From an optimization exercise on the open Yosys and OpenROAD flow, aimed at small area, a short achievable clock period and few clock cycles; shortcuts taken in it are not production practice.
RTL that was checked went through simulation tests only; none was proved equivalent to the original.
The RTL of runs 3 to 6 was laid out without a check of its function.
Power is estimated from default activity; no workload was simulated.

--- run.sh ---
#!/bin/bash
# synth_recipe.tcl (not shown) runs the flow's synth.tcl, then flattens the netlist and writes it again
# the make line also repeats each setting of config.mk as NAME=value (left out here)
make -C /OpenROAD-flow-scripts/flow DESIGN_CONFIG=/design/flow/config.mk WORK_HOME=/design/flow/orfs CLKGATE_MAP_FILE= SYNTH_SCRIPT=/design/flow/synth_recipe.tcl finish
--- config.mk ---
export PLATFORM = sky130hd
export DESIGN_NAME = segment_reassembly_engine
export DESIGN_NICKNAME = segment_reassembly_engine
export VERILOG_FILES = /design/flow/design.v
export SDC_FILE = /design/flow/constraint.sdc
export NUM_CORES = 4
export LEC_CHECK = 0
export CAP_MARGIN = 20
export CORE_MARGIN = 2
export CORE_UTILIZATION = 40
export SLEW_MARGIN = 20
--- design.v ---
package sre_pkg;
    localparam int MAX_SEGMENTS = 1024;
    localparam int HEADER_BYTES = 7;
    localparam int MAP_IDX_W = (MAX_SEGMENTS > 1) ? $clog2(MAX_SEGMENTS) : 1;
    localparam int COUNT_W   = $clog2(MAX_SEGMENTS + 1);
    localparam int POS_W     = 17;
    localparam int ADDR_W    = 26;
    localparam logic [POS_W-1:0] POS_MAX     = {POS_W{1'b1}};
    localparam logic [POS_W-1:0] POS_SEG_HI  = POS_W'(1);
    localparam logic [POS_W-1:0] POS_SEG_LO  = POS_W'(2);
    localparam logic [POS_W-1:0] POS_TOT_HI  = POS_W'(3);
    localparam logic [POS_W-1:0] POS_TOT_LO  = POS_W'(4);
    localparam logic [POS_W-1:0] POS_SIZE_HI = POS_W'(5);
    localparam logic [POS_W-1:0] POS_SIZE_LO = POS_W'(HEADER_BYTES - 1);
    localparam logic [POS_W-1:0] POS_PAYLOAD = POS_W'(HEADER_BYTES);
    typedef struct packed {
        logic [7:0] data_byte;
        logic       frame_start;
    } t_in_word;
    typedef struct packed {
        logic              write_valid;
        logic [ADDR_W-1:0] write_addr;
        logic [7:0]        write_data;
        logic              header_seen;
        logic [15:0]       total_segments;
        logic [3:0]        format_code;
        logic              complete;
        logic              bad_segment;
    } t_out_word;
endpackage
module segment_reassembly_engine (
    input  logic              i_clk,
    input  logic              i_rst_n,
    input  logic              i_cfg_we,
    input  logic [3:0]        i_cfg_data,
    input  logic              i_in_valid,
    output logic              o_in_ready,
    input  logic [8:0]        i_in_word,
    output logic              o_out_valid,
    input  logic              i_out_ready,
    output logic [57:0]       o_out_word
);
    logic       skid_v;
    logic [8:0] skid_w;
    logic [8:0] w;
    logic [7:0] b;
    logic       fs;
    logic       avail, go, busy;
    logic       h_valid;
    assign o_in_ready = !skid_v;
    assign avail      = skid_v | i_in_valid;
    assign go         = i_rst_n & !busy & avail & (!h_valid | i_out_ready);
    assign w          = skid_v ? skid_w : i_in_word;
    assign b          = w[8:1];
    assign fs         = w[0];
    always_ff @(posedge i_clk) begin
        if (!i_rst_n) skid_v <= 1'b0;
        else          skid_v <= avail & !go;
        if (!skid_v) skid_w <= i_in_word;
    end
    logic [3:0]  r_stream;
    logic [2:0]  hp;           
    logic        match;
    logic        acc_en;       
    logic        first;        
    logic        s_big;        
    logic [10:0] s;            
    logic [15:0] r_total;
    logic [15:0] r_size;
    logic [3:0]  r_format;
    logic        started;
    logic [10:0] count;
    logic        r_complete;
    logic [15:0] rem;
    logic [25:0] acc;
    logic [2:0]  hp_n;
    logic        is_p1, is_p2, is_p3, is_p4, is_p5, is_p6, is_pay;
    assign hp_n   = fs ? 3'd0 : ((hp == 3'd7) ? 3'd7 : hp + 3'd1);
    assign is_p1  = !fs && match && (hp == 3'd0);
    assign is_p2  = !fs && match && (hp == 3'd1);
    assign is_p3  = !fs && match && (hp == 3'd2);
    assign is_p4  = !fs && match && (hp == 3'd3);
    assign is_p5  = !fs && match && (hp == 3'd4);
    assign is_p6  = !fs && match && (hp == 3'd5);
    assign is_pay = !fs && (hp[2:1] == 2'b11);
    logic        bad_c;
    logic [10:0] cnt_base;
    logic        eq0, eq1;
    logic        rem_nz;
    assign bad_c    = s_big || (s == 11'd0) || (s > 11'd1024) ||
                      ({5'd0, s} > r_total);
    assign cnt_base = started ? count : 11'd0;
    assign eq0      = ({5'd0, cnt_base} == r_total);
    assign eq1      = ({5'd0, cnt_base} + 16'd1 == r_total);
    assign rem_nz   = (rem != 16'd0);
    logic [1023:0] ring;         
    logic [255:0]  taps;
    logic [255:0]  set_r;
    logic [1:0]    ph;
    logic [1:0]    clr_cnt;
    logic          clr;
    logic          tapmux;
    logic          r_hit, r_hv;
    logic          pend_v;
    logic [1:0]    pend_hi;
    logic          ph_now, set_now, pend_fire, set_fire, dup, newseg;
    logic [15:0]   row_sel, col_sel;
    assign clr = !i_rst_n || (clr_cnt != 2'd0);
    genvar gi;
    generate
        for (gi = 0; gi < 256; gi++) begin : g_ring
            assign taps[gi]  = ring[4*gi];
            assign set_r[gi] = row_sel[gi/16] & col_sel[gi%16];
            always_ff @(posedge i_clk) begin
                ring[4*gi+3 -: 4] <= {(ring[4*gi] & !clr) | set_r[gi], ring[4*gi+3 -: 3]};
            end
        end
    endgenerate
    assign tapmux    = taps[s[7:0]];
    assign ph_now    = (ph == s[9:8]);
    assign dup       = r_hv ? r_hit : tapmux;
    assign newseg    = !bad_c && !dup;
    assign set_now   = go && is_p6 && !bad_c && ph_now;
    assign pend_fire = pend_v && (ph == pend_hi);
    assign set_fire  = set_now || pend_fire;
    always_comb begin
        row_sel = '0;
        col_sel = '0;
        row_sel[s[7:4]] = set_fire;
        col_sel[s[3:0]] = 1'b1;
    end
    always_ff @(posedge i_clk) begin
        if (!i_rst_n) begin
            ph      <= 2'd0;
            clr_cnt <= 2'd3;
            pend_v  <= 1'b0;
        end else begin
            ph <= ph + 2'd1;
            if (clr_cnt != 2'd0) clr_cnt <= clr_cnt - 2'd1;
            if (go && is_p6 && !bad_c && !ph_now) begin
                pend_v  <= 1'b1;
                pend_hi <= s[9:8];
            end else if (pend_fire) begin
                pend_v  <= 1'b0;
            end
        end
        if (go && is_p2) begin
            r_hv <= 1'b0;
        end else if (ph_now) begin
            r_hv  <= 1'b1;
            r_hit <= tapmux;
        end
    end
    logic [2:0]  mstep;          
    logic        restart;        
    logic        mode0;
    logic [25:0] op_a, op_x, op_y, csa_s, csa_c, sum;
    logic        cin;
    logic [1:0]  dig;
    assign mode0 = restart || (match && hp == 3'd1);
    always_comb begin
        case (mstep)
            3'd1:    dig = s[7:6];
            3'd2:    dig = s[5:4];
            3'd3:    dig = s[3:2];
            default: dig = s[1:0];
        endcase
        cin = 1'b0;
        if (mode0) begin
            op_a = s[10] ? {8'd0, r_size, 2'd0} : 26'd0;
            op_x = s[9]  ? {9'd0, r_size, 1'd0} : 26'd0;
            op_y = s[8]  ? {10'd0, r_size}      : 26'd0;
        end else if (mstep != 3'd0) begin
            op_a = {acc[23:0], 2'd0};
            op_x = dig[1] ? {9'd0, r_size, 1'd0} : 26'd0;
            op_y = dig[0] ? {10'd0, r_size}      : 26'd0;
        end else begin
            op_a = acc;
            op_x = first ? {10'h3ff, ~r_size} : 26'd0;
            op_y = 26'd0;
            cin  = 1'b1;
        end
        csa_s = op_a ^ op_x ^ op_y;
        csa_c = {(op_a[24:0] & op_x[24:0]) | (op_a[24:0] & op_y[24:0]) |
                 (op_x[24:0] & op_y[24:0]), 1'b0};
        sum   = csa_s + csa_c + {25'd0, cin};
    end
    logic       h_wv, h_bad;
    logic [7:0] h_data;
    always_ff @(posedge i_clk) begin
        if (!i_rst_n) begin
            r_stream   <= 4'd1;
            hp         <= 3'd0;
            match      <= 1'b0;
            acc_en     <= 1'b0;
            first      <= 1'b0;
            started    <= 1'b0;
            count      <= 11'd0;
            r_complete <= 1'b0;
            mstep      <= 3'd0;
            restart    <= 1'b0;
            busy       <= 1'b0;
            h_valid    <= 1'b0;
        end else begin
            if (i_cfg_we) r_stream <= i_cfg_data;
            h_valid <= go | (h_valid & !i_out_ready);
            if (mode0) begin
                if (restart || (go && is_p2)) begin
                    acc     <= sum;
                    mstep   <= 3'd1;
                    restart <= 1'b0;
                end else if (mstep != 3'd0) begin
                    mstep <= (mstep == 3'd4) ? 3'd0 : mstep + 3'd1;
                end
            end else if (mstep != 3'd0) begin
                acc   <= sum;
                mstep <= (mstep == 3'd4) ? 3'd0 : mstep + 3'd1;
                if (mstep == 3'd4) busy <= 1'b0;
            end else if (go && is_pay) begin
                acc <= sum;
            end
            if (go) begin
                hp <= hp_n;
                if (fs) begin
                    match  <= (b[7:4] == r_stream);
                    acc_en <= 1'b0;
                    first  <= 1'b0;
                    if ((b[7:4] == r_stream) && !started) r_format <= b[3:0];
                end
                if (is_p1) begin
                    s_big    <= (b[7:3] != 5'd0) || (b[2] && (b[1:0] != 2'd0));
                    s[10:8]  <= b[2:0];
                end
                if (is_p2) s[7:0] <= b;
                if (is_p3 && !started) r_total[15:8] <= b;
                if (is_p4 && !started) r_total[7:0]  <= b;
                if (is_p5 && !started) r_size[15:8]  <= b;
                if (is_p6) begin
                    if (!started) begin
                        r_size[7:0] <= b;
                        started     <= 1'b1;
                        restart     <= 1'b1;
                        busy        <= 1'b1;
                        rem         <= {r_size[15:8], b};
                    end else begin
                        rem         <= r_size;
                    end
                    acc_en     <= newseg;
                    first      <= newseg;
                    count      <= cnt_base + {10'd0, newseg};
                    r_complete <= newseg ? eq1 : eq0;
                end
                if (is_pay && acc_en && rem_nz) begin
                    rem   <= rem - 16'd1;
                    first <= 1'b0;
                end
                h_wv   <= is_pay && acc_en && rem_nz;
                h_data <= (is_pay && acc_en && rem_nz) ? b : 8'd0;
                h_bad  <= is_p6 && bad_c;
            end
        end
    end
    assign o_out_valid = h_valid;
    assign o_out_word  = {h_wv,
                          acc & {26{h_wv}},
                          h_data,
                          started,
                          r_total & {16{started}},
                          r_format & {4{started}},
                          r_complete,
                          h_bad};
endmodule
--- constraint.sdc ---
create_clock -name core_clock -period 9.0 [get_ports {i_clk}]
set_input_delay 1.8000 -clock core_clock [delete_from_list [all_inputs] [get_ports {i_clk}]]
set_output_delay 1.8000 -clock core_clock [all_outputs]
set_load 0.01 [all_outputs]
==> results of run 1 <==
## placed cells by master, fill, tap and decap left out, drive strengths merged, types with 11 or more instances in the layout
cell type | netlist | routed
xnor2 | 43 | 43
mux2i | 40 | 40
nand2 | 419 | 419
o21ai | 320 | 320
clkdlybuf4s50 | 0 | 77
nand3 | 39 | 39
a22o | 11 | 11
xor2 | 18 | 18
a22oi | 13 | 13
nor2 | 87 | 87
nand2b | 14 | 14
mux2 | 18 | 18
buf | 27 | 40
nor3 | 24 | 24
fa | 17 | 17
mux4 | 59 | 59
clkbuf | 108 | 153
dfxtp | 1069 | 1069
clkinv | 2 | 34
and2 | 60 | 60
nor2b | 23 | 23
nand4 | 11 | 11
inv | 70 | 71
bufinv | 0 | 12
edfxtp | 103 | 103
a31oi | 15 | 15
ha | 64 | 64
a21oi | 69 | 69
## Yosys cell counts (8+ instances only)
cell type	instances	share of area [%]
a21boi_0	10	0.21
fa_1	17	0.97
xor2_1	18	0.45
buf_2	9	0.13
clkbuf_1	108	1.2
and2_1	60	1.1
mux4_2	59	3.8
nand2b_1	14	0.25
nand3_1	39	0.56
a31oi_1	15	0.27
inv_1	70	0.75
buf_4	9	0.19
mux2_2	18	0.58
dfxtp_1	1069	61
a21oi_1	69	0.99
a22o_1	11	0.28
nand4_1	11	0.20
edfxtp_1	103	8.8
nor2b_1	23	0.41
o21a_1	8	0.17
and3_1	10	0.18
mux2i_1	40	1.1
nor3_1	24	0.34
xnor2_1	43	1.1
o21ai_0	318	4.5
ha_1	64	2.3
a22oi_1	13	0.28
nand2_1	419	4.5
a21o_1	10	0.21
nor2_1	87	0.93
## cells by family (layout without fill, tap and decap cells)
logic type / count (synthesis) / after routing
XOR/XNOR: 61 / 61
buffers and inverters: 207 / 389
adder cells (fa/ha/maj): 81 / 81
AND/OR/NAND/NOR: 714 / 714
AO/OA/AOI/OAI: 512 / 512
flip-flops: 1172 / 1172
multiplexers: 117 / 117
other: 0 / 1
## through the flow
stage	utilization, %	setup slack, ns	cell area, um^2	power (mW)
2_1_floorplan	-	3.56	35000	5.92
3_5_place_dp	42.6	2.84	37000	6.12
6_report	47.0	2.75	40800	10.7
3_3_place_gp	42.6	2.79	37000	6.10
4_1_cts	47.0	2.81	40800	10.8
5_1_grt	47.0	2.19	40800	11.1
## area by class of cell
type / count / area, um^2 / area share (%)
Antenna cell: 1 / 2.50 / 0.00614
Clock buffer: 153 / 3080 / 7.56
Clock inverter: 47 / 706 / 1.73
Inverter: 72 / 270 / 0.663
Multi-Input combinational cell: 1485 / 9690 / 23.8
Sequential cell: 1172 / 24500 / 60.1
Tap cell: 1155 / 1450 / 3.54
Timing Repair Buffer: 117 / 1080 / 2.66
## report_power, final
part           internal (mW)  total [mW]  switching (mW)
sequential              5.32        5.35          0.0252
clock                   2.75        4.72            1.97
combinational          0.265       0.658           0.393
total                   8.34        10.7            2.38
## routing by layer
metal,global-route usage [%],part of all wire [%],up-vias
met2,28.8,46,571
met5,0,0,-
met4,5.08,2.0,0
met3,2.62,5.3,107
met1,24.9,46,10200
li1,-,-,9885
## final timing paths
path	endpoint	cells after the start	slack, ns
worst max register to register	acc[24]	21	2.75
worst min register to register	ring[549]	0	0.30
worst min-delay path	ring[549]	0	0.30
worst max-delay path	acc[24]	21	2.75
## state kept, by name, summed over array words and instances, names as in the netlist, 2 cells and up
name	count
h_data	8
ring	1024
r_size	16
r_stream	4
s	11
skid_w	9
ph	2
rem	16
hp	3
pend_hi	2
count	11
r_total	16
clr_cnt	2
mstep	3
acc	26
r_format	4
==> notes.md, run 1 <==
1st-iter DRT viols 1529; worst hold margin 0.300 ns; Die W 300 um; total track usage 17.8%; hold path start ring[550]; number of instances in the placed design 4001; Fillers 7707; port bufs 77; Nets 3054; P_leak 15.5 nW; Fmax 0.160 GHz; FFs w/ async S/R, synth 0%; final setup TNS 0 ns; sequential-to-total area share from yosys stat 70.0%; Post-synth EDFFs 103; Syn Nets 2963; Mapped Area 0.0350 mm^2; Wirelength per Cell 19.1 um; Post-Syn Instances 2864; max-slew violations 0; largest net degree at the start of global routing 145; RSZ-0062 raised after global routing false; residual DRC count 0; #FFs+latches synth 1172; Die Y 300 um; endpoint type of the worst setup path flop; GP Congestion 0.876; Total Wirelength 80200 um; worst-case clock buffer depth 3; Max-cap violations 0; post-CTS setup buffer count 0; CTS tree yes; Avg Cell Area, Syn 12.2 um^2; global-route wire length before repair 125000 um; aggregate global routing overflow 0; cell family with most CP delay compound AO/OA/AOI/OAI gates; Crit path arrival time 6.63 ns; clock-pin slew on the worst setup and hold paths 0.06 ns; top_reg_cell synth dfxtp_1; mux share of post-synthesis cell area 5.52%; fin crit share 69.4%; post-route minimum period 6.25 ns; # rows 108; worst-path cell chain inv_1 > ha_1 > nand2_1 > nor2_1 > nand2_1 > or2_2 > fa_1 > inv_1 > ha_1 > inv_1 > fa_1 > nor2b_1 > o21ai_0 > a21boi_0 > o21a_1 > o21ai_0 > a21oi_1 > o21ai_0 > a211oi_1 > o31ai_1 > o211ai_1; H-tree levels 3; layout cell share with drive strength beyond 1 10.0%; worst hold path class reg2reg; VDD IR max 0.188 mV; status no timing/DRC/antenna violations; WP buf/inv 3; Top Ports 78; cell area power density 263 mW/mm^2; Rel. slew slack 20.9%; largest family of logic cells by synthesized area simple AND/OR/NAND/NOR gates; DR pass1 iterations 5; floorplan core area 0.0868 mm^2; post-cts sizing count 0; total number of vias 20700; Final HPWL DP 49200 um; max incr delay on CP 0.56 ns; reg2reg start mstep[0]; Post-Synth Adder-Cell Area 3.26%; CTS Buf Count 107; initial antenna violation count 8; vias in the first global route 20900; Crit Path Category reg2reg; Least-Margin Pin Slew 1.18 ns; Compound-Gate Fraction of Synth Area 8.34%; post-route ant nets 0; Final Hold Viols 0; CTS sink cnt 1172; clock skew 0.0522 ns; Crit. Startpoint mstep[0]; endpoints failing setup 0; non-filler cells in the finished layout 4202; Worst EP required 9.38 ns; root buf cell clkbuf_16; synth warn 1; xor/xnor cell area share of the yosys netlist 1.53%; crit path launch type flop; later-pin clock latency in the skew report 0.69 ns; Synth cell types 71; area growth from synthesis to layout 16.5%; drt via density 4.93; Hold Buf Count CTS 0; die area 0.0899 mm^2; CP Max Fanout 18; Slowest cell on crit path o31ai_1; initial core utilization 40.4%; simple-gate share of the synthesized area 8.99%
Testbench counts, summed over its fixed seeds: cycles 101,035.
==> run 2, diff against run 1 <==
--- a/design.v
+++ b/design.v
@@ -49,5 +49,7 @@
     logic       h_valid;
+    logic       is_p1, is_p2, is_p3, is_p4, is_p5, is_p6, is_pay;
+    logic       pend_v;
     assign o_in_ready = !skid_v;
     assign avail      = skid_v | i_in_valid;
-    assign go         = i_rst_n & !busy & avail & (!h_valid | i_out_ready);
+    assign go         = i_rst_n & !busy & avail & (!h_valid | i_out_ready) & !(pend_v & is_p2);
     assign w          = skid_v ? skid_w : i_in_word;
@@ -76,3 +78,2 @@
     logic [2:0]  hp_n;
-    logic        is_p1, is_p2, is_p3, is_p4, is_p5, is_p6, is_pay;
     assign hp_n   = fs ? 3'd0 : ((hp == 3'd7) ? 3'd7 : hp + 3'd1);
@@ -96,21 +97,22 @@
     logic [1023:0] ring;         
-    logic [255:0]  taps;
-    logic [255:0]  set_r;
-    logic [1:0]    ph;
-    logic [1:0]    clr_cnt;
+    logic [127:0]  taps0, taps4;
+    logic [127:0]  set_r;
+    logic [2:0]    ph;
+    logic [2:0]    clr_cnt;
     logic          clr;
-    logic          tapmux;
+    logic          tapval;
     logic          r_hit, r_hv;
-    logic          pend_v;
     logic [1:0]    pend_hi;
     logic          ph_now, set_now, pend_fire, set_fire, dup, newseg;
-    logic [15:0]   row_sel, col_sel;
-    assign clr = !i_rst_n || (clr_cnt != 2'd0);
+    logic [7:0]    row_sel;
+    logic [15:0]   col_sel;
+    assign clr = !i_rst_n || (clr_cnt != 3'd0);
     genvar gi;
     generate
-        for (gi = 0; gi < 256; gi++) begin : g_ring
-            assign taps[gi]  = ring[4*gi];
+        for (gi = 0; gi < 128; gi++) begin : g_ring
+            assign taps0[gi] = ring[8*gi];
+            assign taps4[gi] = ring[8*gi+4];
             assign set_r[gi] = row_sel[gi/16] & col_sel[gi%16];
             always_ff @(posedge i_clk) begin
-                ring[4*gi+3 -: 4] <= {(ring[4*gi] & !clr) | set_r[gi], ring[4*gi+3 -: 3]};
+                ring[8*gi+7 -: 8] <= {(ring[8*gi] & !clr) | set_r[gi], ring[8*gi+7 -: 7]};
             end
@@ -118,8 +120,8 @@
     endgenerate
-    assign tapmux    = taps[s[7:0]];
-    assign ph_now    = (ph == s[9:8]);
-    assign dup       = r_hv ? r_hit : tapmux;
+    assign ph_now    = (ph[1:0] == s[8:7]);
+    assign tapval    = ((ph[2] == s[9]) ? taps0[s[6:0]] : taps4[s[6:0]]) & !clr;
+    assign dup       = r_hv ? r_hit : tapval;
     assign newseg    = !bad_c && !dup;
-    assign set_now   = go && is_p6 && !bad_c && ph_now;
-    assign pend_fire = pend_v && (ph == pend_hi);
+    assign set_now   = go && is_p6 && !bad_c && (ph == s[9:7]);
+    assign pend_fire = pend_v && (ph == {pend_hi, s[7]});
     assign set_fire  = set_now || pend_fire;
@@ -128,3 +130,3 @@
         col_sel = '0;
-        row_sel[s[7:4]] = set_fire;
+        row_sel[s[6:4]] = set_fire;
         col_sel[s[3:0]] = 1'b1;
@@ -133,9 +135,9 @@
         if (!i_rst_n) begin
-            ph      <= 2'd0;
-            clr_cnt <= 2'd3;
+            ph      <= 3'd0;
+            clr_cnt <= 3'd7;
             pend_v  <= 1'b0;
         end else begin
-            ph <= ph + 2'd1;
-            if (clr_cnt != 2'd0) clr_cnt <= clr_cnt - 2'd1;
-            if (go && is_p6 && !bad_c && !ph_now) begin
+            ph <= ph + 3'd1;
+            if (clr_cnt != 3'd0) clr_cnt <= clr_cnt - 3'd1;
+            if (go && is_p6 && !bad_c && (ph != s[9:7])) begin
                 pend_v  <= 1'b1;
@@ -150,3 +152,3 @@
             r_hv  <= 1'b1;
-            r_hit <= tapmux;
+            r_hit <= tapval;
         end
==> notes.md, run 2 <==
1st-iter DRT viols 1244; top cells by count, synth dfxtp_1, nand2_1, o21ai_0, a21oi_1, edfxtp_1; FFs w/ async S/R, synth 0%; met2 usage 28.5%; Post-synth EDFFs 103; Ant. Diodes 0; Least-Margin Pin Slew 1.06 ns; max incr delay on CP 0.51 ns; port bufs 77; later-pin clock latency in the skew report 0.69 ns; top cells by area, synth dfxtp_1, edfxtp_1, nand2_1; worst hold path class reg2reg; CP Max Fanout 19; fin crit share 68.8%; total number of vias 19800; post-route minimum period 6.19 ns; most frequent cells in the layout dfxtp_1, nand2_1, o21ai_0; worst-case clock buffer depth 3; met3 usage 2.60%; Nets 2975; drt via density 4.83; die area 0.0872 mm^2; Top Registers ring (1024), acc (26); post-route ant nets 0; Die Y 295 um; finished layout cell area 0.0397 mm^2; clock skew 0.0699 ns; sequential-to-total area share from yosys stat 72.3%; most numerous cell in the Yosys netlist dfxtp_1; most common cell after layout, fill and taps aside dfxtp_1; post-cts sizing count 0; Syn Nets 2868; GP Congestion 0.868; H-tree levels 3; vias in the first global route 20300; Biggest register ring; Worst EP required 9.40 ns; P_leak 15.1 nW; VDD IR max 0.163 mV; Die W 295 um; DR pass1 iterations 5; Final HPWL DP 46900 um; #FFs+latches synth 1174; Post-Syn Instances 2767; cell area power density 268 mW/mm^2; leading area contributor after synthesis dfxtp_1; Max-cap violations 0; Crit path arrival time 6.59 ns; total track usage 17.2%; aggregate global routing overflow 0; worst-path cell chain inv_1 > ha_1 > nand2_1 > nor2_1 > nand2_1 > or2_2 > fa_1 > inv_1 > ha_1 > inv_1 > fa_1 > nor2b_1 > o21a_1 > o21ai_0 > a21oi_1 > a41o_1 > o22a_1 > a21boi_0 > a211oi_1 > a211oi_1 > a21oi_1 > xor2_1; Mapped Area 0.0339 mm^2; CTS tree yes; top_reg_cell synth dfxtp_1; Fmax 0.162 GHz; Crit Path Category reg2reg; global-route wire length before repair 117000 um; Synth cell types 70; most frequent CP cell inv_1; Wirelength per Cell 18.3 um; largest net degree at the start of global routing 74; initial antenna violation count 0; synth warn 1; area growth from synthesis to layout 16.9%; Final Hold Viols 0; max-slew violations 0; max reg flops 1024; clock-pin slew on the worst setup and hold paths 0.06 ns; root buf cell clkbuf_16; Rel. slew slack 29.5%; cell area after placement 0.0359 mm^2; RSZ-0062 raised after global routing false; Hold Buf Count CTS 0; CTS Buf Count 108; Pwr Total 10.6 mW; post-CTS setup buffer count 0; final setup TNS 0 ns; Avg Cell Area, Syn 12.3 um^2; endpoints failing setup 0; Top Ports 78; status no timing/DRC/antenna violations; # rows 106; initial core utilization 40.5%; peak-usage layer in the global routing report met2; layout cell share with drive strength beyond 1 8.20%; residual DRC count 0; crit path launch type flop; Slowest cell on crit path fa_1; Total Wirelength 75100 um; worst hold margin 0.270 ns; CTS sink cnt 1174; area share of the largest cell type after synthesis 63.2%; endpoint type of the worst setup path flop; met1 usage 23.4%; floorplan core area 0.0838 mm^2
## run 2: changes by cell type in the layout (fill, tap and decap cells not counted), sizes merged, moves of 11 or more
| cell | before | now |
|---|---|---|
| buf | 40 | 29 |
| mux4 | 59 | 9 |
| nor2 | 87 | 102 |
| nand2 | 419 | 391 |
| o21ai | 320 | 181 |
| nand3 | 39 | 65 |
| nor4 | 5 | 17 |
| a21oi | 69 | 111 |
| mux2i | 40 | 64 |
## run 2: report_power, final
group | total [mW] | switching (mW) | leakage [nW] | internal [mW]
clock | 4.63 | 1.99 | 1.80 | 2.65
combinational | 0.630 | 0.371 | 3.77 | 0.259
sequential | 5.36 | 0.0288 | 9.56 | 5.33
## run 2: worst paths after layout
path         startpoint   endpoint  slack [ns]  depth (start not counted)
max            mstep[0]    acc[24]        2.81                         22
min           ring[210]  ring[209]        0.27                          0
max reg2reg    mstep[0]    acc[24]        2.81                         22
min reg2reg   ring[210]  ring[209]        0.27                          0
## run 2: kinds of logic after synthesis
| logic type | synth area share, % |
|---|---|
| and+or+nand+nor | 10.1 |
| DFF | 72.3 |
| xor gates and xnor gates | 1.70 |
| AOI/OAI and AO/OA | 7.35 |
| buffers and inverters | 2.09 |
| adders and majority gates | 3.44 |
| muxes | 3.02 |
## run 2: through the flow
stage / setup slack (ns) / utilization [%] / std cells
after floorplan: 3.16 / - / 2767
final: 2.81 / 47.3 / 4098
after CTS: 2.86 / 47.3 / 4097
after detailed placement: 2.88 / 42.9 / 3897
after global routing: 2.29 / 47.3 / 4098
after global placement: 3.06 / 42.8 / 3896
## run 2: cell type report
cell class                      instances  area, um^2
Sequential cell                      1174       24500
Timing Repair Buffer                  106         988
Tap cell                             1134        1420
Fill cell                            7443       44200
Clock buffer                          148        3020
Multi-Input combinational cell       1420        8770
Inverter                               64         240
Clock inverter                         52         688
## run 2: per-layer routing
metal / vias to the layer above / routed length (um)
met5: - / 0
met3: 124 / 2980
met4: 0 / 1590
li1: 9542 / -
met2: 402 / 35300
met1: 9738 / 35200
## run 2: critical path: cells and delay by family, from the launching register on
| kind | cells | cell delay, ns |
|---|---|---|
| compound gates | 9 | 2.16 |
| simple gates | 5 | 1.87 |
| fa+ha+maj | 4 | 1.17 |
| flops | 1 | 0.35 |
| buf+inv | 3 | 0.21 |
| xor+xnor | 1 | 0.15 |
Testbench counts of run 2, summed over its fixed seeds: cycles 101,078.
==> run 3, diff against run 2 <==
--- a/design.v
+++ b/design.v
@@ -42,22 +42,6 @@
 );
-    logic       skid_v;
-    logic [8:0] skid_w;
-    logic [8:0] w;
-    logic [7:0] b;
-    logic       fs;
-    logic       avail, go, busy;
-    logic       h_valid;
-    logic       is_p1, is_p2, is_p3, is_p4, is_p5, is_p6, is_pay;
-    logic       pend_v;
-    assign o_in_ready = !skid_v;
-    assign avail      = skid_v | i_in_valid;
-    assign go         = i_rst_n & !busy & avail & (!h_valid | i_out_ready) & !(pend_v & is_p2);
-    assign w          = skid_v ? skid_w : i_in_word;
-    assign b          = w[8:1];
-    assign fs         = w[0];
-    always_ff @(posedge i_clk) begin
-        if (!i_rst_n) skid_v <= 1'b0;
-        else          skid_v <= avail & !go;
-        if (!skid_v) skid_w <= i_in_word;
-    end
+    logic        skid_v;
+    logic [8:0]  skid_w;
+    logic        h_valid, h_wv, h_bad;
+    logic [7:0]  h_data;
     logic [3:0]  r_stream;
@@ -77,3 +61,21 @@
     logic [25:0] acc;
+    logic        bad_r, eq0_r, eq1_r;
+    logic [2:0]  mstep;        
+    logic        restart;      
+    logic        busy;
+    logic [1023:0] ring;       
+    logic [2:0]  ph;
+    logic [2:0]  clr_cnt;
+    logic        clr;
+    logic        r_hit, r_hv;
+    logic        pend_v;
+    logic [1:0]  pend_hi;
+    logic [8:0]  w;
+    logic [7:0]  b;
+    logic        fs, avail, go;
     logic [2:0]  hp_n;
+    logic        is_p1, is_p2, is_p3, is_p4, is_p5, is_p6, is_pay;
+    assign w      = skid_v ? skid_w : i_in_word;
+    assign b      = w[8:1];
+    assign fs     = w[0];
     assign hp_n   = fs ? 3'd0 : ((hp == 3'd7) ? 3'd7 : hp + 3'd1);
@@ -86,25 +88,25 @@
     assign is_pay = !fs && (hp[2:1] == 2'b11);
-    logic        bad_c;
-    logic [10:0] cnt_base;
-    logic        eq0, eq1;
-    logic        rem_nz;
+    assign o_in_ready = !skid_v;
+    assign avail      = skid_v | i_in_valid;
+    assign go         = !busy & avail & (!h_valid | i_out_ready) & !(pend_v & is_p2);
+    always_ff @(posedge i_clk) begin
+        if (!i_rst_n) skid_v <= 1'b0;
+        else          skid_v <= avail & !go;
+        if (!skid_v) skid_w <= i_in_word;
+    end
+    logic [10:0] cnt_base, cnt_inc;
+    logic        bad_c, newseg, dup;
+    assign cnt_base = started ? count : 11'd0;
+    assign cnt_inc  = cnt_base + 11'd1;
     assign bad_c    = s_big || (s == 11'd0) || (s > 11'd1024) ||
                       ({5'd0, s} > r_total);
-    assign cnt_base = started ? count : 11'd0;
-    assign eq0      = ({5'd0, cnt_base} == r_total);
-    assign eq1      = ({5'd0, cnt_base} + 16'd1 == r_total);
-    assign rem_nz   = (rem != 16'd0);
-    logic [1023:0] ring;         
-    logic [127:0]  taps0, taps4;
-    logic [127:0]  set_r;
-    logic [2:0]    ph;
-    logic [2:0]    clr_cnt;
-    logic          clr;
-    logic          tapval;
-    logic          r_hit, r_hv;
-    logic [1:0]    pend_hi;
-    logic          ph_now, set_now, pend_fire, set_fire, dup, newseg;
-    logic [7:0]    row_sel;
-    logic [15:0]   col_sel;
-    assign clr = !i_rst_n || (clr_cnt != 3'd0);
+    always_ff @(posedge i_clk) begin
+        bad_r <= bad_c;
+        eq0_r <= ({5'd0, cnt_base} == r_total);
+        eq1_r <= ({5'd0, cnt_inc} == r_total);
+    end
+    logic [127:0] taps0, taps4, set_r;
+    logic         tapval, ph_now, pend_fire;
+    logic [7:0]   row_sel;
+    logic [15:0]  col_sel;
     genvar gi;
@@ -123,6 +125,4 @@
     assign dup       = r_hv ? r_hit : tapval;
-    assign newseg    = !bad_c && !dup;
-    assign set_now   = go && is_p6 && !bad_c && (ph == s[9:7]);
+    assign newseg    = !bad_r && !dup;
     assign pend_fire = pend_v && (ph == {pend_hi, s[7]});
-    assign set_fire  = set_now || pend_fire;
     always_comb begin
@@ -130,3 +130,3 @@
         col_sel = '0;
-        row_sel[s[6:4]] = set_fire;
+        row_sel[s[6:4]] = pend_fire;
         col_sel[s[3:0]] = 1'b1;
@@ -137,2 +137,3 @@
             clr_cnt <= 3'd7;
+            clr     <= 1'b1;
             pend_v  <= 1'b0;
@@ -141,3 +142,4 @@
             if (clr_cnt != 3'd0) clr_cnt <= clr_cnt - 3'd1;
-            if (go && is_p6 && !bad_c && (ph != s[9:7])) begin
+            else                 clr     <= 1'b0;
+            if (go && is_p6 && !bad_r) begin
                 pend_v  <= 1'b1;
@@ -155,4 +157,2 @@
     end
-    logic [2:0]  mstep;          
-    logic        restart;        
     logic        mode0;
@@ -189,4 +189,2 @@
     end
-    logic       h_wv, h_bad;
-    logic [7:0] h_data;
     always_ff @(posedge i_clk) begin
@@ -251,6 +249,6 @@
                     first      <= newseg;
-                    count      <= cnt_base + {10'd0, newseg};
-                    r_complete <= newseg ? eq1 : eq0;
-                end
-                if (is_pay && acc_en && rem_nz) begin
+                    count      <= newseg ? cnt_inc : cnt_base;
+                    r_complete <= newseg ? eq1_r : eq0_r;
+                end
+                if (is_pay && acc_en && (rem != 16'd0)) begin
                     rem   <= rem - 16'd1;
@@ -258,5 +256,5 @@
                 end
-                h_wv   <= is_pay && acc_en && rem_nz;
-                h_data <= (is_pay && acc_en && rem_nz) ? b : 8'd0;
-                h_bad  <= is_p6 && bad_c;
+                h_wv   <= is_pay && acc_en && (rem != 16'd0);
+                h_data <= (is_pay && acc_en && (rem != 16'd0)) ? b : 8'd0;
+                h_bad  <= is_p6 && bad_r;
             end
--- a/config.mk
+++ b/config.mk
@@ -7,2 +7,3 @@
 export LEC_CHECK = 0
+export ABC_CLOCK_PERIOD_IN_PS = 2500
 export CAP_MARGIN = 20
@@ -10,2 +11,3 @@
 export CORE_UTILIZATION = 40
+export SETUP_SLACK_MARGIN = 5
 export SLEW_MARGIN = 20
==> notes.md, run 3 <==
port bufs 77; max-slew violations 0; Rel. slew slack 24.2%; sequential-to-total area share from yosys stat 72.0%; synth warn 1; P_leak 15.8 nW; number of instances in the placed design 3747; Ant. Diodes 0; register area 0.0246 mm^2; Top Ports 78; Crit Path Category reg2reg; endpoint type of the worst setup path flop; finished layout cell area 0.0414 mm^2; global-route wire length before repair 122000 um; most frequent CP cell ha_4; combinational share of power 7.8%; total track usage 18.1%; 1st-iter DRT viols 1303; Die W 296 um; DR pass1 iterations 6; Setup Slack @ Placement 3.83 ns; Least-Margin Pin Slew 1.13 ns; floorplan core area 0.0849 mm^2; post-route minimum period 4.53 ns; Max-cap violations 0; largest family of logic cells by synthesized area simple AND/OR/NAND/NOR gates; Hold Buf Count CTS 0; worst-case clock buffer depth 3; Biggest register ring; Mapped Area 0.0342 mm^2; Nets 2875; cell area power density 267 mW/mm^2; hold path start ring[762]; CTS Buf Count 109; root buf cell clkbuf_16; residual DRC count 0; largest net degree at the start of global routing 74; crit path launch type flop; WHS Path Cells 0; # rows 107; Syn Nets 2717; Synth cell types 79; Post-synth EDFFs 103; cell area after placement 0.0362 mm^2; Internal 8.58 mW; reg2reg setup slack 4.47 ns; GP Congestion 0.840; fin crit share 50.3%; Slowest cell on crit path fa_1; vias in the first global route 20700; clock skew 0.0512 ns; Fillers 7306; simple-gate share of the synthesized area 8.76%; top_reg_cell synth dfxtp_1; reg2reg start mstep[0]; endpoints failing setup 0; aggregate global routing overflow 0; leading area contributor after synthesis dfxtp_1; clock-pin slew on the worst setup and hold paths 0.07 ns; max incr delay on CP 0.52 ns; VDD IR max 0.154 mV; max reg flops 1024; Worst EP required 9.42 ns; Worst Hold End ring[761]; Crit path arrival time 4.95 ns; Final HPWL DP 47300 um; drt via density 4.96; Post-Syn Instances 2618; RSZ-0062 raised after global routing true; Post-Synth Adder-Cell Area 3.34%; net load switching power 2.48 mW; top cells by area, synth dfxtp_1, edfxtp_1, o2bb2ai_1; WP buf/inv 4; later-pin clock latency in the skew report 0.68 ns; Die Y 296 um; post-route ant nets 0; worst hold path class reg2reg; final setup margin 4.47 ns; worst reg2reg path endpoint acc[23]; #FFs+latches synth 1178; worst hold margin 0.297 ns; FFs w/ async S/R, synth 0%; CTS tree yes; Compound-Gate Fraction of Synth Area 8.35%; Wirelength per Cell 19.9 um; Multi-input gate area 0.00956 mm^2; CTS sink cnt 1178; non-filler cells in the finished layout 4010; Top Registers ring (1024), acc (26); sequential share of power 48.6%; layout cell share with drive strength beyond 1 14.6%; sw frac 22.4%; xor/xnor cell area share of the yosys netlist 2.08%; Fmax 0.221 GHz; clock share of power 43.6%; H-tree levels 3; top cells by count, synth dfxtp_1, nand2_1, o2bb2ai_1, edfxtp_1, nor2_1; final setup TNS 0 ns; most frequent cells in the layout dfxtp_1, nand2_1, o2bb2ai_1; mux share of post-synthesis cell area 3.22%; die area 0.0878 mm^2; area growth from synthesis to layout 21.0%; cell family with most CP delay compound AO/OA/AOI/OAI gates; Avg Cell Area, Syn 13.1 um^2; area share of the largest cell type after synthesis 62.9%; status no timing/DRC/antenna violations; initial antenna violation count 0; initial core utilization 40.3%; most numerous cell in the Yosys netlist dfxtp_1; CP Max Fanout 6; worst-path cell chain ha_4 > ha_4 > a222oi_1 > nor2_1 > a21oi_2 > o31ai_4 > buf_6 > buf_16 > nand2_4 > o21ai_4 > fa_1 > ha_4 > and3_4 > nand4_1 > o41ai_4 > a311oi_4 > o311ai_4 > nand2b_1 > buf_4 > buf_6 > nand2_2 > xor2_1; Total Wirelength 79700 um; total number of vias 19900; R2R depth 22; Final Hold Viols 0; most common cell after layout, fill and taps aside dfxtp_1
## run 3: changes by cell type after synthesis, moves of 12 or more
cell / before / now
nand3_1: 65 / 86
o21ai_0: 179 / 55
and2_1: 57 / 69
o2bb2ai_1: 0 / 128
nor2_1: 102 / 88
nand2_1: 391 / 239
a21oi_1: 111 / 80
nor2b_1: 27 / 10
## run 3: worst max path at each step
stage	slack, ns	startpoint	endpoint	cells past startpoint
3_3_place_gp	3.95	s[2]	acc[25]	18
3_5_place_dp	3.83	s[2]	acc[25]	18
6_report	4.47	mstep[0]	acc[23]	22
4_1_cts	4.55	mstep[0]	acc[25]	21
5_1_grt	4.23	mstep[0]	acc[25]	21
2_1_floorplan	4.68	hp[1]	acc[22]	23
## run 3: kinds of logic after synthesis
kind of cell | count (synthesis)
simple gates | 622
fa+ha+maj | 81
mux | 93
xor+xnor | 79
flops | 1178
buf+inv | 170
compound gates | 395
## run 3: routing by layer
| layer | GRT usage, % | part of all wire (%) | vias up |
|---|---|---|---|
| met5 | 0 | 0 | - |
| met2 | 29.8 | 47 | 499 |
| li1 | - | - | 9391 |
| met1 | 24.0 | 46 | 9849 |
| met3 | 3.18 | 5.1 | 132 |
| met4 | 5.99 | 2.4 | 0 |
## run 3: layout make-up
| cell class | count | area share (%) |
|---|---|---|
| flip-flops and latches | 1178 | 59.5 |
| multi-input cells | 1272 | 23.1 |
| clock buffers | 159 | 7.88 |
| repair buffers | 156 | 4.00 |
| well taps | 1144 | 3.46 |
| clock inverters | 42 | 1.48 |
| inverters | 59 | 0.559 |
## run 3: repair_timing
item	CTS	global route
gates resized for setup	84	57
gates cloned	5	3
setup endpoints to repair	84	83
buffers inserted	37	17
pin swaps	35	31
## run 3: metrics by stage
stage / total power [mW] / util, %
after floorplan: 5.97 / -
after global placement: 6.12 / 42.7
after detailed placement: 6.14 / 42.7
after CTS: 11.1 / 48.2
after global routing: 11.4 / 48.7
final: 11.1 / 48.7
## run 3: worst register-to-register path, stage by stage (launching register included)
cell and delay, ns:
dfxtp_4 0.38, ha_4 0.17, ha_4 0.15, a222oi_1 0.32
nor2_1 0.09, a21oi_2 0.19, o31ai_4 0.09, buf_6 0.14
buf_16 0.14, nand2_4 0.07, o21ai_4 0.06, fa_1 0.52
ha_4 0.30, and3_4 0.18, nand4_1 0.18, o41ai_4 0.49
a311oi_4 0.08, o311ai_4 0.25, nand2b_1 0.14, buf_4 0.16
buf_6 0.11, nand2_2 0.05, xor2_1 0.06
## run 3: power by group through the flow
stage | Sequential, mW | Combinational, mW | Clock (mW)
final | 5.37 | 0.862 | 4.82
after CTS | 5.37 | 0.807 | 4.89
after floorplan | 5.48 | 0.488 | 0
after detailed placement | 5.49 | 0.646 | 0
after global routing | 5.38 | 0.930 | 5.13
after global placement | 5.49 | 0.632 | 0
==> run 4, diff against run 3 <==
--- a/config.mk
+++ b/config.mk
@@ -7,3 +7,2 @@
 export LEC_CHECK = 0
-export ABC_CLOCK_PERIOD_IN_PS = 2500
 export CAP_MARGIN = 20
==> notes.md, run 4 <==
CTS tree yes; CTS Buf Count 109; crit path launch type flop; Avg Cell Area, Syn 13.1 um^2; Multi-input gate area 0.00956 mm^2; most frequent CP cell ha_4; cell family with most CP delay compound AO/OA/AOI/OAI gates; Rel. slew slack 24.2%; Fillers 7306; later-pin clock latency in the skew report 0.68 ns; drt via density 4.96; synth warn 1; top cells by area, synth dfxtp_1, edfxtp_1, o2bb2ai_1; post-route ant nets 0; layout cell share with drive strength beyond 1 14.6%; Crit path arrival time 4.95 ns; aggregate global routing overflow 0; Worst EP required 9.42 ns; DR pass1 iterations 6; Synth cell types 79; worst-path cell chain ha_4 > ha_4 > a222oi_1 > nor2_1 > a21oi_2 > o31ai_4 > buf_6 > buf_16 > nand2_4 > o21ai_4 > fa_1 > ha_4 > and3_4 > nand4_1 > o41ai_4 > a311oi_4 > o311ai_4 > nand2b_1 > buf_4 > buf_6 > nand2_2 > xor2_1; clock-pin slew on the worst setup and hold paths 0.07 ns; Die Y 296 um; worst hold path class reg2reg; most numerous cell in the Yosys netlist dfxtp_1; initial antenna violation count 0; Ant. Diodes 0; Final HPWL DP 47300 um; vias in the first global route 20700; max reg flops 1024; status no timing/DRC/antenna violations; 1st-iter DRT viols 1303; VDD IR max 0.154 mV; largest net degree at the start of global routing 74; cell area after placement 0.0362 mm^2; sequential-to-total area share from yosys stat 72.0%; Biggest register ring; finished layout cell area 0.0414 mm^2; post-route minimum period 4.53 ns; Final Util 48.7%; total number of vias 19900; leading area contributor after synthesis dfxtp_1; Die W 296 um; Max-cap violations 0; WP buf/inv 4; endpoints failing setup 0; cell area power density 267 mW/mm^2; fin crit share 50.3%; die area 0.0878 mm^2; Slowest cell on crit path fa_1; worst hold margin 0.297 ns; Post-Syn Instances 2618; port bufs 77; GP Congestion 0.840; Top Ports 78; Final Hold Viols 0; Top Registers ring (1024), acc (26); Fmax 0.221 GHz; Wirelength per Cell 19.9 um; root buf cell clkbuf_16; floorplan core area 0.0849 mm^2; FFs w/ async S/R, synth 0%; RSZ-0062 raised after global routing true; # rows 107; Least-Margin Pin Slew 1.13 ns; max-slew violations 0; endpoint type of the worst setup path flop; final setup TNS 0 ns; Total Wirelength 79700 um; Crit Path Category reg2reg; CTS sink cnt 1178; initial core utilization 40.3%; CP Max Fanout 6; #FFs+latches synth 1178; top cells by count, synth dfxtp_1, nand2_1, o2bb2ai_1, edfxtp_1, nor2_1; area share of the largest cell type after synthesis 62.9%; P_leak 15.8 nW; Hold Buf Count CTS 0; max incr delay on CP 0.52 ns; top_reg_cell synth dfxtp_1; most common cell after layout, fill and taps aside dfxtp_1; area growth from synthesis to layout 21.0%; H-tree levels 3; Mapped Area 0.0342 mm^2; residual DRC count 0; register area 0.0246 mm^2; Post-synth EDFFs 103; clock skew 0.0512 ns; global-route wire length before repair 122000 um; worst-case clock buffer depth 3; Syn Nets 2717; Nets 2875; total track usage 18.1%; most frequent cells in the layout dfxtp_1, nand2_1, o2bb2ai_1
## run 4: cell counts in the layout (fill, tap and decap cells not counted)
Identical to the previous run, type by type.
## run 4: routing by layer
layer	routed length (um)	global-route usage [%]	vias to the layer above
met4	1910	5.99	0
met3	4080	3.18	132
met2	37400	29.8	499
met5	0	0	-
met1	36300	24.0	9849
li1	-	-	9391
## run 4: stage by stage
| step | setup WS [ns] | std cells | power [mW] |
|---|---|---|---|
| 6_report | 4.47 | 4010 | 11.1 |
| 5_1_grt | 4.23 | 4010 | 11.4 |
| 4_1_cts | 4.55 | 3990 | 11.1 |
| 3_5_place_dp | 3.83 | 3747 | 6.14 |
| 3_3_place_gp | 3.95 | 3747 | 6.12 |
| 2_1_floorplan | 4.68 | 2618 | 5.97 |
## run 4: worst paths after layout
kind	startpoint	to	slack [ns]	cells after the start
min reg2reg	ring[762]	ring[761]	0.30	0
max	mstep[0]	acc[23]	4.47	22
min	ring[762]	ring[761]	0.30	0
max reg2reg	mstep[0]	acc[23]	4.47	22
## run 4: layout make-up
| type | instances | area share, % |
|---|---|---|
| Sequential cell | 1178 | 59.5 |
| Multi-Input combinational cell | 1272 | 23.1 |
| Clock buffer | 159 | 7.88 |
| Timing Repair Buffer | 156 | 4.00 |
| Tap cell | 1144 | 3.46 |
| Clock inverter | 42 | 1.48 |
| Inverter | 59 | 0.559 |
## run 4: logic make-up (layout without fill, tap and decap cells)
| logic type | after synthesis | count (layout) | synth area share [%] |
|---|---|---|---|
| xor gates and xnor gates | 79 | 79 | 2.08 |
| buffers and inverters | 170 | 416 | 2.26 |
| muxes | 93 | 93 | 3.22 |
| AOI/OAI and AO/OA | 395 | 395 | 8.35 |
| adders and majority gates | 81 | 81 | 3.34 |
| and+or+nand+nor | 622 | 624 | 8.76 |
| DFF | 1178 | 1178 | 72.0 |
## run 4: timing repair
item	in CTS	in global routing
setup buffers	37	17
endpoints found under the hold margin	0	0
pin swaps	35	31
setup endpoints to repair	84	83
cloned	5	3
gates resized for setup	84	57
## run 4: power breakdown
group | total (mW) | switching [mW] | internal, mW
Combinational | 0.862 | 0.479 | 0.383
Clock | 4.82 | 1.97 | 2.84
Sequential | 5.37 | 0.0267 | 5.35
==> run 5, diff against run 4 <==
==> flow/run.sh (new file) <==
#!/bin/bash
# standard layout, with timing repair aiming at a larger setup margin
set -euo pipefail
bash standard.sh SETUP_SLACK_MARGIN=7 finish > standard_flow.log 2>&1
==> standard.sh (new file) <==
#!/bin/bash
# synth_recipe.tcl (not shown) runs the flow's synth.tcl, then flattens the netlist and writes it again
# the make line also repeats each setting of config.mk as NAME=value (left out here)
make -C /OpenROAD-flow-scripts/flow DESIGN_CONFIG=/design/flow/config.mk WORK_HOME=/design/flow/orfs CLKGATE_MAP_FILE= SYNTH_SCRIPT=/design/flow/synth_recipe.tcl "${@:-finish}"
removed: run.sh
==> notes.md, run 5 <==
status no timing/DRC/antenna violations; #FFs+latches synth 1178; die area 0.0878 mm^2; VDD IR max 0.157 mV; Crit path arrival time 5.06 ns; post-route ant nets 0; worst hold path class reg2reg; area growth from synthesis to layout 37.3%; Die Y 296 um; area share of the largest cell type after synthesis 62.9%; cell family with most CP delay compound AO/OA/AOI/OAI gates; Total Wirelength 90200 um; non-filler cells in the finished layout 4250; endpoint type of the worst setup path flop; # rows 107; global-route wire length before repair 134000 um; sequential share of power 48.3%; Multi-input gate area 0.0124 mm^2; register area 0.0246 mm^2; P_leak 18.1 nW; max reg flops 1024; top cells by area, synth dfxtp_1, edfxtp_1, o2bb2ai_1; net load switching power 2.54 mW; worst-case clock buffer depth 3; Crit Path Category reg2reg; Mapped Area 0.0342 mm^2; Post-synth EDFFs 103; post-route minimum period 4.65 ns; cell area power density 237 mW/mm^2; port bufs 77; Syn Nets 2717; leading area contributor after synthesis dfxtp_1; total track usage 20.1%; vias in the first global route 22100; Fillers 6669; most common cell after layout, fill and taps aside dfxtp_1; CP Max Fanout 5; layout cell share with drive strength beyond 1 33.7%; fin crit share 51.7%; CTS Buf Count 108; Rel. slew slack 28.1%; sequential-to-total area share from yosys stat 72.0%; clock share of power 42.0%; FFs w/ async S/R, synth 0%; GP Congestion 0.818; Pwr Total 11.1 mW; initial antenna violation count 0; Top Registers ring (1024), acc (26); Final Hold Viols 0; later-pin clock latency in the skew report 0.67 ns; Least-Margin Pin Slew 1.08 ns; Final HPWL DP 47900 um; most frequent CP cell ha_4; most numerous cell in the Yosys netlist dfxtp_1; final setup TNS 0 ns; crit path launch type flop; sw frac 22.8%; 1st-iter DRT viols 1423; finished layout cell area 0.0470 mm^2; Top Ports 78; most frequent cells in the layout dfxtp_1, nand2_1, buf_6; Fmax 0.215 GHz; Internal 8.60 mW; H-tree levels 3; CTS tree yes; max incr delay on CP 0.58 ns; synth warn 1; reg2reg setup slack 4.35 ns; clock-pin slew on the worst setup and hold paths 0.06 ns; largest net degree at the start of global routing 69; clock skew 0.0300 ns; Die W 296 um; Worst EP required 9.40 ns; Nets 3111; DR pass1 iterations 7; top_reg_cell synth dfxtp_1; max-slew violations 0; worst-path cell chain ha_4 > ha_4 > a222oi_1 > nor2_1 > a21oi_2 > o31ai_4 > buf_12 > buf_16 > buf_4 > and2_4 > fa_2 > ha_4 > buf_6 > a21o_1 > a21o_1 > a21oi_4 > nor3_4 > o21bai_4 > a21oi_4 > o31ai_4 > o21bai_1 > a21oi_2 > xnor2_1; WP buf/inv 4; initial core utilization 40.3%; Final Util 55.3%; root buf cell clkbuf_16; RSZ-0062 raised after global routing true; Max-cap violations 0; CTS sink cnt 1178; floorplan core area 0.0849 mm^2; Avg Cell Area, Syn 13.1 um^2; combinational share of power 9.7%; Wirelength per Cell 21.2 um; Post-Syn Instances 2618; endpoints failing setup 0; top cells by count, synth dfxtp_1, nand2_1, o2bb2ai_1, edfxtp_1, nor2_1; cell area after placement 0.0365 mm^2; aggregate global routing overflow 0; drt via density 5.06; Biggest register ring; residual DRC count 0; Synth cell types 79; number of instances in the placed design 3745; total number of vias 21500; Slowest cell on crit path fa_2
-- run 5: cell count changes in the layout (fill, tap and decap cells not counted), sizes merged, moves of 5 or more --
| cell | before | now |
|---|---|---|
| clkinvlp | 3 | 9 |
| clkinv | 29 | 36 |
| buf | 75 | 371 |
| clkdlybuf4s50 | 77 | 4 |
| bufbuf | 1 | 6 |
| clkbuf | 162 | 150 |
-- run 5: cell type report --
type | count | area share [%]
repair buffers | 385 | 9.69
clock buffers | 149 | 6.56
multi-input cells | 1278 | 26.3
well taps | 1144 | 3.05
repair inverters | 2 | 0.0400
clock inverters | 54 | 1.27
flip-flops and latches | 1178 | 52.5
inverters | 59 | 0.562
diodes | 1 | 0.00533
-- run 5: cell families after synthesis --
group                    count (synthesis)  share of synthesized area, %
multiplexers                            93                          3.22
AND/OR/NAND/NOR                        622                          8.76
adder cells (fa/ha/maj)                 81                          3.34
flip-flops                            1178                          72.0
buffers and inverters                  170                          2.26
XOR/XNOR                                79                          2.08
AO/OA/AOI/OAI                          395                          8.35
-- run 5: layer usage --
metal  vias to the layer above  share of wire (%)  track usage [%]  routed length, um
li1                       9910                  -                -                  -
met1                     10700                 44             26.6              39400
met2                       737                 48             32.8              42900
met3                       202                5.2             3.42               4700
met4                         0                3.6             7.71               3230
met5                         -                  0                0                  0
-- run 5: what timing repair did --
item / 4_1_cts / 5_1_grt
gates cloned: 31 / 0
pin swaps: 113 / 175
setup buffers: 216 / 54
gates resized for setup: 747 / 302
hold buffers: 0 / 0
endpoints found under the setup margin: 441 / 395
-- run 5: worst reg2reg max path, cell delays in order (launching register included) --
cell      delay (ns)
dfxtp_4         0.38
ha_4            0.16
ha_4            0.15
a222oi_1        0.35
nor2_1          0.09
a21oi_2         0.18
o31ai_4         0.11
buf_12          0.15
buf_16          0.12
buf_4           0.13
and2_4          0.16
fa_2            0.58
ha_4            0.23
buf_6           0.12
a21o_1          0.14
a21o_1          0.20
a21oi_4         0.19
nor3_4          0.07
o21bai_4        0.17
a21oi_4         0.09
o31ai_4         0.24
o21bai_1        0.14
a21oi_2         0.17
xnor2_1         0.08
-- run 5: final timing paths --
path / start / to / cells after the start
worst max-delay path: mstep[1] / acc[22] / 23
worst min-delay path: ring[995] / ring[994] / 0
worst max register to register: mstep[1] / acc[22] / 23
worst min register to register: ring[995] / ring[994] / 0
-- run 5: power groups by stage --
stage / Clock (mW) / Combinational, mW / Sequential, mW
6_report: 4.67 / 1.08 / 5.38
5_1_grt: 4.96 / 1.15 / 5.38
4_1_cts: 4.74 / 0.962 / 5.38
3_5_place_dp: 0 / 0.669 / 5.49
3_3_place_gp: 0 / 0.657 / 5.49
2_1_floorplan: 0 / 0.515 / 5.48
-- run 5: per-stage QoR --
stage | hold WS, ns | setup WS [ns]
4_1_cts | 0.316 | 4.55
6_report | 0.311 | 4.35
3_5_place_dp | 0.312 | 3.67
2_1_floorplan | 0.310 | 4.69
5_1_grt | 0.318 | 4.17
3_3_place_gp | 0.310 | 3.79
==> run 6, diff against run 5 <==
==> flow/run.sh (replaced) <==
#!/bin/bash
# standard layout, with timing repair aiming at a larger setup margin
set -euo pipefail
bash standard.sh SETUP_SLACK_MARGIN=6 finish > standard_flow.log 2>&1
==> notes.md, run 6 <==
status no timing/DRC/antenna violations; Top Registers ring (1024), acc (26); Final Util 50.4%; Max-cap violations 0; top cells by count, synth dfxtp_1, nand2_1, o2bb2ai_1, edfxtp_1, nor2_1; top_reg_cell synth dfxtp_1; H-tree levels 3; worst reg2reg path endpoint acc[25]; Biggest register ring; total track usage 18.5%; CTS tree yes; 1st-iter DRT viols 1382; clock skew 0.0354 ns; Fillers 7139; floorplan core area 0.0849 mm^2; synth warn 1; cell area power density 259 mW/mm^2; most frequent CP cell ha_4; WHS Path Cells 0; area growth from synthesis to layout 25.1%; max-slew violations 0; Multi-input gate area 0.0101 mm^2; root buf cell clkbuf_16; net load switching power 2.51 mW; top cells by area, synth dfxtp_1, edfxtp_1, o2bb2ai_1; Crit path arrival time 4.92 ns; non-filler cells in the finished layout 4085; Setup Slack @ Placement 3.72 ns; Post-synth EDFFs 103; die area 0.0878 mm^2; Pwr Total 11.1 mW; max incr delay on CP 0.53 ns; total number of vias 20500; register area 0.0246 mm^2; Wirelength per Cell 20.1 um; Syn Nets 2717; port bufs 77; Top Ports 78; Die Y 296 um; global-route wire length before repair 125000 um; leading area contributor after synthesis dfxtp_1; Mapped Area 0.0342 mm^2; aggregate global routing overflow 0; endpoint type of the worst setup path flop; Nets 2948; post-route minimum period 4.51 ns; simple-gate share of the synthesized area 8.76%; final setup TNS 0 ns; area share of the largest cell type after synthesis 62.9%; drt via density 5.01; mux share of post-synthesis cell area 3.22%; vias in the first global route 21000; sequential-to-total area share from yosys stat 72.0%; FFs w/ async S/R, synth 0%; Post-Syn Instances 2618; most common cell after layout, fill and taps aside dfxtp_1; Least-Margin Pin Slew 1.02 ns; layout cell share with drive strength beyond 1 22.2%; Rel. slew slack 31.7%; worst-case clock buffer depth 3; sequential share of power 48.5%; Compound-Gate Fraction of Synth Area 8.35%; #FFs+latches synth 1178; Avg Cell Area, Syn 13.1 um^2; CTS sink cnt 1178; xor/xnor cell area share of the yosys netlist 2.08%; Crit Path Category reg2reg; post-route ant nets 0; endpoints failing setup 0; Synth cell types 79; number of instances in the placed design 3750; largest net degree at the start of global routing 79; # rows 107; most numerous cell in the Yosys netlist dfxtp_1; Final HPWL DP 48000 um; largest family of logic cells by synthesized area simple AND/OR/NAND/NOR gates; Final Hold Viols 0; later-pin clock latency in the skew report 0.67 ns; crit path launch type flop; reg2reg start mstep[0]; VDD IR max 0.173 mV; fin crit share 50.1%; residual DRC count 0; initial core utilization 40.3%; DR pass1 iterations 5; clock-pin slew on the worst setup and hold paths 0.06 ns; Worst setup endpoint acc[25]; Crit. Startpoint mstep[0]; sw frac 22.7%; worst-path cell chain ha_4 > ha_4 > a222oi_1 > nor2_1 > a21oi_2 > o31ai_4 > buf_12 > nand2_1 > o21ai_2 > fa_1 > ha_4 > and3_4 > nand4_1 > o41ai_4 > a311oi_4 > o311ai_4 > nand2b_1 > a21oi_1 > a311oi_1 > xnor2_1; final setup margin 4.49 ns; RSZ-0062 raised after global routing true; Fmax 0.222 GHz; most frequent cells in the layout dfxtp_1, nand2_1, o2bb2ai_1; clock share of power 42.9%; initial antenna violation count 0; Internal 8.57 mW; Die W 296 um; GP Congestion 0.855; Slowest cell on crit path fa_1; Post-Synth Adder-Cell Area 3.34%; R2R depth 20; Worst EP required 9.41 ns; Total Wirelength 82100 um; reg2reg setup slack 4.49 ns; Ant. Diodes 0; max reg flops 1024; P_leak 16.6 nW; CTS Buf Count 110; worst hold path class reg2reg; combinational share of power 8.6%; CP Max Fanout 8
## run 6: changes by cell type in the layout (fill, tap and decap cells not counted), sizes merged, moves of 2 or more
cell | before | now
inv | 59 | 61
bufinv | 11 | 8
bufbuf | 6 | 4
clkdlybuf4s15 | 2 | 0
clkinv | 36 | 29
buf | 371 | 202
clkbuf | 150 | 161
clkdlybuf4s50 | 4 | 14
## run 6: power by group through the flow
stage               logic, mW  clock network (mW)  registers, mW
finish                  0.949                4.76           5.37
global placement        0.641                   0           5.49
detailed placement      0.655                   0           5.49
floorplan               0.501                   0           5.48
global route             1.02                5.08           5.37
CTS                     0.857                4.85           5.37
## run 6: cell type report
type | instances | area share (%)
tap | 1144 | 3.35
timing repair buffer | 226 | 5.98
multi-input combinational | 1274 | 23.5
sequential | 1178 | 57.6
inverter | 59 | 0.576
clock buffer | 157 | 7.63
clock inverter | 47 | 1.33
## run 6: metal layers
layer	vias to the layer above	track usage, %	part of all wire [%]
met5	-	0	0
met4	0	6.02	2.6
met3	150	3.27	5.3
met2	614	30.3	47
met1	10200	24.7	45
li1	9540	-	-
## run 6: how the worst min path moves through the flow
stage | startpoint | endpoint | slack (ns)
2_1_floorplan | ring[1] | ring[0] | 0.31
3_3_place_gp | ring[345] | ring[344] | 0.31
3_5_place_dp | ring[1009] | ring[1008] | 0.31
4_1_cts | ring[738] | ring[737] | 0.30
5_1_grt | ring[497] | ring[496] | 0.31
6_report | ring[738] | ring[737] | 0.30
## run 6: worst max-delay path: cells and delay by family (launching register included)
kind	cells	cell delay, ns
AO/OA/AOI/OAI	9	1.67
XOR/XNOR	1	0.15
adder cells (fa/ha/maj)	4	1.17
buffers and inverters	1	0.15
flip-flops	1	0.37
AND/OR/NAND/NOR	5	0.73
## run 6: cell families (layout without fill, tap and decap cells)
logic type | Yosys count | in the layout
flops | 1178 | 1178
simple gates | 622 | 626
compound gates | 395 | 395
buf+inv | 170 | 489
mux | 93 | 93
fa+ha+maj | 81 | 81
xor+xnor | 79 | 79
## run 6: through the flow
step           hold slack, ns  instance area [um^2]
2_1_floorplan           0.310                 34600
3_3_place_gp            0.310                 36400
3_5_place_dp            0.312                 36400
4_1_cts                 0.298                 41900
5_1_grt                 0.310                 42800
6_report                0.302                 42800
## run 6: repair_timing
| item | CTS | global route |
|---|---|---|
| hold buffers | 0 | 0 |
| hold endpoints to repair | 0 | 0 |
| endpoints found under the setup margin | 333 | 200 |
| setup buffers | 91 | 21 |
| gates resized for setup | 462 | 135 |
| gates cloned | 16 | 3 |
| pin swaps | 59 | 44 |

-- what the ideal ports hide --
No port has a modelled driver above. Below, the same layouts with a new extraction and two added sets of constraints. Step 1 sets driving cells, clkbuf_16 on the clock port and buf_2 on the other inputs (assumed; they add their load-dependent delay and slew). Step 2, shift: input delay + t, output delay - t, t = (earliest + latest rising clock arrival at the registers) / 2. This alone moves slack from input paths to output paths. a / b / c = ideal / step 1 / step 2; a / b = the first two.
run	t, ns	slack for setup (ns)	worst hold slack (ns)	worst setup path after step 2	worst slew at a driven data input, ns
run 1	0.726	2.752 / 2.752 / 2.752	0.300 / 0.300 / 0.300	register to register	0.05
run 2	0.724	2.812 / 2.812 / 2.812	0.270 / 0.270 / 0.270	register to register	0.04
run 3	0.722	4.470 / 4.470 / 4.450	0.297 / 0.297 / 0.297	input to register	0.04
run 4	0.722	4.470 / 4.470 / 4.450	0.297 / 0.297 / 0.297	input to register	0.04
run 5	0.728	4.346 / 4.346 / 4.346	0.311 / 0.311 / 0.311	register to register	0.06
run 6	0.728	4.491 / 4.491 / 4.491	0.302 / 0.302 / 0.302	register to register	0.04
After both steps setup and hold are still met in every run listed.
